This is an optimization exercise on Yosys and OpenROAD, whose aim is small area, a short achievable clock period and few clock cycles per item, not a production implementation. In this exercise RTL edits were held to simulation tests only and were not proved equivalent to the original.

==> flow/design.v <==
package mexp_pkg;
   localparam int BASE_WIDTH     = 64;
   localparam int EXP_WIDTH      = 64;
   localparam int RESULT_WIDTH   = 32;
   localparam int CSR_DATA_WIDTH = 32;
   localparam int CSR_ADDR_WIDTH = 3;
   localparam int REQ_DATA_WIDTH = BASE_WIDTH + EXP_WIDTH;
   localparam logic REG_MODULUS = 1'b0;
   localparam logic [CSR_DATA_WIDTH-1:0] MODULUS_RESET = 32'd1000000007;
   localparam int DW = 35;
   localparam logic [2:0] S_IDLE = 3'd0;
   localparam logic [2:0] S_NORM = 3'd1;
   localparam logic [2:0] S_RUN  = 3'd2;
   localparam logic [2:0] S_CONV = 3'd3;
   localparam logic [2:0] S_FIN  = 3'd4;
   localparam logic [1:0] OP_RED = 2'd0;    
   localparam logic [1:0] OP_SQ  = 2'd1;    
   localparam logic [1:0] OP_MUL = 2'd2;    
endpackage
import mexp_pkg::*;
module mexp_mulmod (
   input  logic [DW-1:0] s_in,
   input  logic [DW-1:0] c_in,
   input  logic [32:0]   a,        
   input  logic          d_pos,
   input  logic          d_neg,
   input  logic [31:0]   m,        
   input  logic [3:0]    mc,       
   output logic [DW-1:0] s_out,
   output logic [DW-1:0] c_out
);
   logic [DW-1:0] s2, c2, a_ext, t, s1, c1, maj1, u, maj2;
   logic signed [5:0] est, mc6, negthr;
   logic          ge_mc, ge_2, lt_m2, lt_neg;
   always_comb begin
      s2    = {s_in[DW-2:0], 1'b0};
      c2    = {c_in[DW-2:0], 1'b0};
      a_ext = {{(DW-33){a[32]}}, a};
      t     = d_pos ? a_ext : (d_neg ? ~a_ext : '0);
      s1    = s2 ^ c2 ^ t;
      maj1  = (s2 & c2) | (s2 & t) | (c2 & t);
      c1    = {maj1[DW-2:0], d_neg};
      est    = s1[DW-1:DW-6] + c1[DW-1:DW-6];
      mc6    = {2'b00, mc};
      negthr = 6'd0 - mc6 - 6'd2;
      ge_mc  = est >= mc6;
      ge_2   = est >= 6'sd2;
      lt_m2  = est < -6'sd2;
      lt_neg = est < negthr;
      if (ge_mc)       u = ~{2'b00, m, 1'b0};
      else if (ge_2)   u = ~{3'b000, m};
      else if (lt_neg) u = {2'b00, m, 1'b0};
      else if (lt_m2)  u = {3'b000, m};
      else             u = '0;
      s_out = s1 ^ c1 ^ u;
      maj2  = (s1 & c1) | (s1 & u) | (c1 & u);
      c_out = {maj2[DW-2:0], ge_2};
   end
endmodule
import mexp_pkg::*;
module modular_exponentiation
#(
   parameter int MODULUS_BITS  = 32,
   parameter int EXPONENT_BITS = 64
) (
   input  logic                      clock,
   input  logic                      reset,
   input  logic                      req_tvalid,
   output logic                      req_tready,
   input  logic [REQ_DATA_WIDTH-1:0] req_tdata,    
   output logic                      rsp_tvalid,
   input  logic                      rsp_tready,
   output logic [RESULT_WIDTH-1:0]   rsp_tdata,    
   input  logic                      csr_psel,
   input  logic                      csr_penable,
   input  logic                      csr_pwrite,
   input  logic [CSR_ADDR_WIDTH-1:0] csr_paddr,
   input  logic [CSR_DATA_WIDTH-1:0] csr_pwdata,
   output logic [CSR_DATA_WIDTH-1:0] csr_prdata,
   output logic                      csr_pready
);
   logic [2:0]               state_ff, state_in;
   logic [1:0]               op_ff, op_in;
   logic [31:0]              modulus_ff, modulus_in;
   logic [31:0]              m_ff, m_in;            
   logic [4:0]               sh_ff, sh_in;          
   logic [32:0]              x_ff, x_in;            
   logic [32:0]              r_ff, r_in;            
   logic [DW-1:0]            sv_ff, sv_in;          
   logic [DW-1:0]            cv_ff, cv_in;
   logic [EXPONENT_BITS-1:0] e_ff, e_in;
   logic [4:0]               cnt_ff, cnt_in;        
   logic                     first_ff, first_in;    
   logic                     pend_ff, pend_in;      
   logic                     one_ff, one_in;        
   logic                     bool_ff, bool_in;      
   logic                     zero_ff, zero_in;      
   logic                     rsp_tvalid_ff, rsp_tvalid_in;
   logic [BASE_WIDTH-1:0]    req_base;
   logic [EXPONENT_BITS-1:0] req_exp;
   logic                     req_accept;
   logic                     csr_write;
   logic                     red;
   logic [32:0]              b_op, a_op;
   logic [63:0]              dvec;
   logic                     d_hi, d_lo;
   logic [3:0]               mc;
   logic [DW-1:0]            s_fb, c_fb, s_mid, c_mid, s_nxt, c_nxt;
   logic                     fin, sub;
   logic [31:0]              m_half, m_op;
   logic [DW-1:0]            cpa_a, cpa_b, cpa;
   logic                     e_rest_zero;
   assign req_base   = req_tdata[BASE_WIDTH-1:0];
   assign req_exp    = req_tdata[BASE_WIDTH +: EXPONENT_BITS];
   assign req_tready = (state_ff == S_IDLE) && !rsp_tvalid_ff;
   assign req_accept = req_tvalid && req_tready;
   assign csr_pready = 1'b1;
   assign csr_write  = csr_psel && csr_penable && csr_pwrite
                       && (csr_paddr[2] == REG_MODULUS);
   assign csr_prdata = (csr_paddr[2] == REG_MODULUS) ? CSR_DATA_WIDTH'(modulus_ff) : '0;
   assign modulus_in = csr_write ? MODULUS_BITS'(csr_pwdata) : modulus_ff;
   assign red  = (op_ff == OP_RED);
   assign a_op = red ? 33'd1 : x_ff;
   assign b_op = (op_ff == OP_SQ) ? x_ff : r_ff;
   assign dvec = red ? {x_ff[31:0], r_ff[31:0]} : {30'd0, b_op[32], b_op};
   assign d_hi = dvec[{cnt_ff, 1'b1}];
   assign d_lo = dvec[{cnt_ff, 1'b0}];
   assign mc   = {1'b0, m_ff[31:29]} + {3'd0, (m_ff[28:0] != '0)};
   assign s_fb = first_ff ? '0 : sv_ff;
   assign c_fb = first_ff ? '0 : cv_ff;
   mexp_mulmod u_step_hi (
      .s_in  (s_fb),
      .c_in  (c_fb),
      .a     (a_op),
      .d_pos (d_hi && !first_ff),
      .d_neg (d_hi && first_ff),
      .m     (m_ff),
      .mc    (mc),
      .s_out (s_mid),
      .c_out (c_mid)
   );
   mexp_mulmod u_step_lo (
      .s_in  (s_mid),
      .c_in  (c_mid),
      .a     (a_op),
      .d_pos (d_lo),
      .d_neg (1'b0),
      .m     (m_ff),
      .mc    (mc),
      .s_out (s_nxt),
      .c_out (c_nxt)
   );
   assign fin    = (state_ff == S_FIN);
   assign m_half = m_ff >> 1;
   assign m_op   = (sh_ff != '0) ? m_half : m_ff;
   assign sub    = (sh_ff != '0) && !r_ff[32];
   assign cpa_a  = fin ? {{(DW-33){r_ff[32]}}, r_ff} : sv_ff;
   assign cpa_b  = fin ? (sub ? ~{3'd0, m_op} : {3'd0, m_op}) : cv_ff;
   assign cpa    = cpa_a + cpa_b + {{(DW-1){1'b0}}, fin && sub};
   assign e_rest_zero = (e_ff[EXPONENT_BITS-1:1] == '0);
   always_comb begin
      state_in      = state_ff;
      op_in         = op_ff;
      m_in          = m_ff;
      sh_in         = sh_ff;
      x_in          = x_ff;
      r_in          = r_ff;
      sv_in         = s_nxt;
      cv_in         = c_nxt;
      e_in          = e_ff;
      cnt_in        = cnt_ff;
      first_in      = 1'b0;
      pend_in       = pend_ff;
      one_in        = one_ff;
      bool_in       = bool_ff;
      zero_in       = zero_ff;
      rsp_tvalid_in = rsp_tvalid_ff && !rsp_tready;
      case (state_ff)
         S_IDLE: begin
            if (req_accept) begin
               x_in    = {req_base[63], req_base[63:32]};
               r_in    = {1'b0, req_base[31:0]};
               e_in    = req_exp;
               m_in    = modulus_ff;
               sh_in   = '0;
               op_in   = OP_RED;
               cnt_in  = 5'd31;
               first_in = 1'b1;
               pend_in = 1'b0;
               bool_in = 1'b0;
               zero_in = (modulus_ff == '0);
               if (modulus_ff == '0) begin
                  rsp_tvalid_in = 1'b1;
               end else if (modulus_ff[31]) begin
                  state_in = S_RUN;
               end else begin
                  state_in = S_NORM;
               end
            end
         end
         S_NORM: begin
            m_in     = m_ff << 1;
            sh_in    = sh_ff + 5'd1;
            first_in = 1'b1;
            if (m_ff[30]) begin
               state_in = S_RUN;
            end
         end
         S_RUN: begin
            cnt_in = cnt_ff - 5'd1;
            if (first_ff && pend_ff) begin
               r_in    = cpa[32:0];
               pend_in = 1'b0;
            end
            if (cnt_ff == '0) begin
               if (op_ff == OP_MUL && !e_rest_zero) begin
                  op_in    = OP_SQ;
                  cnt_in   = 5'd16;
                  first_in = 1'b1;
                  pend_in  = 1'b1;
                  e_in     = e_ff >> 1;
               end else begin
                  state_in = S_CONV;
               end
            end
         end
         S_CONV: begin
            cnt_in   = 5'd16;
            first_in = 1'b1;
            if (op_ff == OP_MUL) begin
               r_in     = cpa[32:0];
               state_in = S_FIN;
            end else begin
               x_in = cpa[32:0];
               if (op_ff == OP_RED && (e_ff[EXPONENT_BITS-1] || e_ff == '0)) begin
                  bool_in  = 1'b1;
                  r_in     = cpa[32:0];
                  state_in = S_FIN;
               end else begin
                  if (op_ff == OP_RED) begin
                     one_in = 1'b1;
                  end
                  if (e_ff[0] && (op_ff == OP_RED || one_ff)) begin
                     r_in   = cpa[32:0];
                     one_in = 1'b0;
                  end
                  if (e_ff[0] && op_ff == OP_SQ && !one_ff) begin
                     op_in    = OP_MUL;
                     state_in = S_RUN;
                  end else if (e_rest_zero) begin
                     state_in = S_FIN;
                  end else begin
                     op_in    = OP_SQ;
                     e_in     = e_ff >> 1;
                     state_in = S_RUN;
                  end
               end
            end
         end
         S_FIN: begin
            if (sh_ff != '0) begin
               m_in  = m_half;
               sh_in = sh_ff - 5'd1;
               r_in  = cpa[32:0];
            end else begin
               if (r_ff[32]) begin
                  r_in = cpa[32:0];
               end
               rsp_tvalid_in = 1'b1;
               state_in      = S_IDLE;
            end
         end
         default: begin
            state_in = S_IDLE;
         end
      endcase
   end
   always_ff @(posedge clock) begin
      if (reset) begin
         state_ff      <= S_IDLE;
         modulus_ff    <= MODULUS_BITS'(MODULUS_RESET);
         rsp_tvalid_ff <= 1'b0;
      end else begin
         state_ff      <= state_in;
         modulus_ff    <= modulus_in;
         rsp_tvalid_ff <= rsp_tvalid_in;
      end
      op_ff    <= op_in;
      m_ff     <= m_in;
      sh_ff    <= sh_in;
      x_ff     <= x_in;
      r_ff     <= r_in;
      sv_ff    <= sv_in;
      cv_ff    <= cv_in;
      e_ff     <= e_in;
      cnt_ff   <= cnt_in;
      first_ff <= first_in;
      pend_ff  <= pend_in;
      one_ff   <= one_in;
      bool_ff  <= bool_in;
      zero_ff  <= zero_in;
   end
   assign rsp_tvalid = rsp_tvalid_ff;
   assign rsp_tdata  = zero_ff ? '0
                     : bool_ff ? {31'd0, (r_ff[31:0] != '0)}
                     : r_ff[31:0];
endmodule
Settings: LEC_CHECK=0, CAP_MARGIN=20, CORE_MARGIN=2, CORE_UTILIZATION=40, SLEW_MARGIN=20; clock period 10.0 ns.
run.sh (not shown) runs the stock make flow with config.mk's settings and CLKGATE_MAP_FILE= SYNTH_SCRIPT=/design/flow/synth_recipe.tcl, a recipe that flattens the netlist after the stock synthesis.
Testbench counts at the start, summed over its fixed seeds: cycles 116,824, items 128.
Next try:
--- a/flow/design.v
+++ b/flow/design.v
@@ -96,4 +96,5 @@
    logic                     bool_ff, bool_in;      
    logic                     zero_ff, zero_in;      
+   logic                     d_hi_ff, d_lo_ff;      
    logic                     rsp_tvalid_ff, rsp_tvalid_in;
    logic [BASE_WIDTH-1:0]    req_base;
@@ -102,5 +103,6 @@
    logic                     csr_write;
    logic                     red;
-   logic [32:0]              b_op, a_op;
+   logic [32:0]              b_nxt, a_op;
+   logic                     d_hi_in, d_lo_in;
    logic [63:0]              dvec;
    logic                     d_hi, d_lo;
@@ -122,8 +124,11 @@
    assign red  = (op_ff == OP_RED);
    assign a_op = red ? 33'd1 : x_ff;
-   assign b_op = (op_ff == OP_SQ) ? x_ff : r_ff;
-   assign dvec = red ? {x_ff[31:0], r_ff[31:0]} : {30'd0, b_op[32], b_op};
-   assign d_hi = dvec[{cnt_ff, 1'b1}];
-   assign d_lo = dvec[{cnt_ff, 1'b0}];
+   assign b_nxt = (op_in == OP_SQ) ? x_in : r_in;
+   assign dvec  = (op_in == OP_RED) ? {x_in[31:0], r_in[31:0]}
+                                    : {30'd0, b_nxt[32], b_nxt};
+   assign d_hi_in = dvec[{cnt_in, 1'b1}];
+   assign d_lo_in = dvec[{cnt_in, 1'b0}];
+   assign d_hi = d_hi_ff;
+   assign d_lo = d_lo_ff;
    assign mc   = {1'b0, m_ff[31:29]} + {3'd0, (m_ff[28:0] != '0)};
    assign s_fb = first_ff ? '0 : sv_ff;
@@ -300,4 +305,6 @@
       bool_ff  <= bool_in;
       zero_ff  <= zero_in;
+      d_hi_ff  <= d_hi_in;
+      d_lo_ff  <= d_lo_in;
    end
    assign rsp_tvalid = rsp_tvalid_ff;
=> The changed run completed with no timing, DRC or antenna violations; fmax rises slightly; synthesized cell count came out higher by roughly a tenth; worst hold slack gets better by 0.032 ns; clock skew came out lower by 0.0085 ns; cell area hardly moves; count of clock-buffer cells in the layout climbs by 5; non-clock buffer count came out lower by 58; sequential cell count climbs by 2; routed wire length rises by about a fifth.
Testbench counts after the change, summed over its fixed seeds: cycles 116,824, items 128.

-- static timing again, ports no longer ideal --
Ports are ideal in the flow. The routed layouts listed here were re-timed in OpenROAD.
Step 1, drivers: a clkbuf_16 drives clock and a buf_2 each remaining input, both assumed.
Step 2 also shifts input and output timing later by t, the mid clock arrival at the registers, as if the neighbouring blocks saw the same clock.
Slacks: ideal ports / drivers / drivers and shift; pairs: ideal ports / drivers.
run	t, ns	slack for setup (ns)	hold WS [ns]	worst data-port slew with drivers (ns)	cell pins on the clock port's net
the first run	0.625	0.279 / 0.279 / 0.279	0.486 / 0.486 / 0.486	0.06	1
the second run	0.624	0.419 / 0.419 / 0.419	0.518 / 0.518 / 0.518	0.10	1
After both steps every run listed still meets setup and hold.
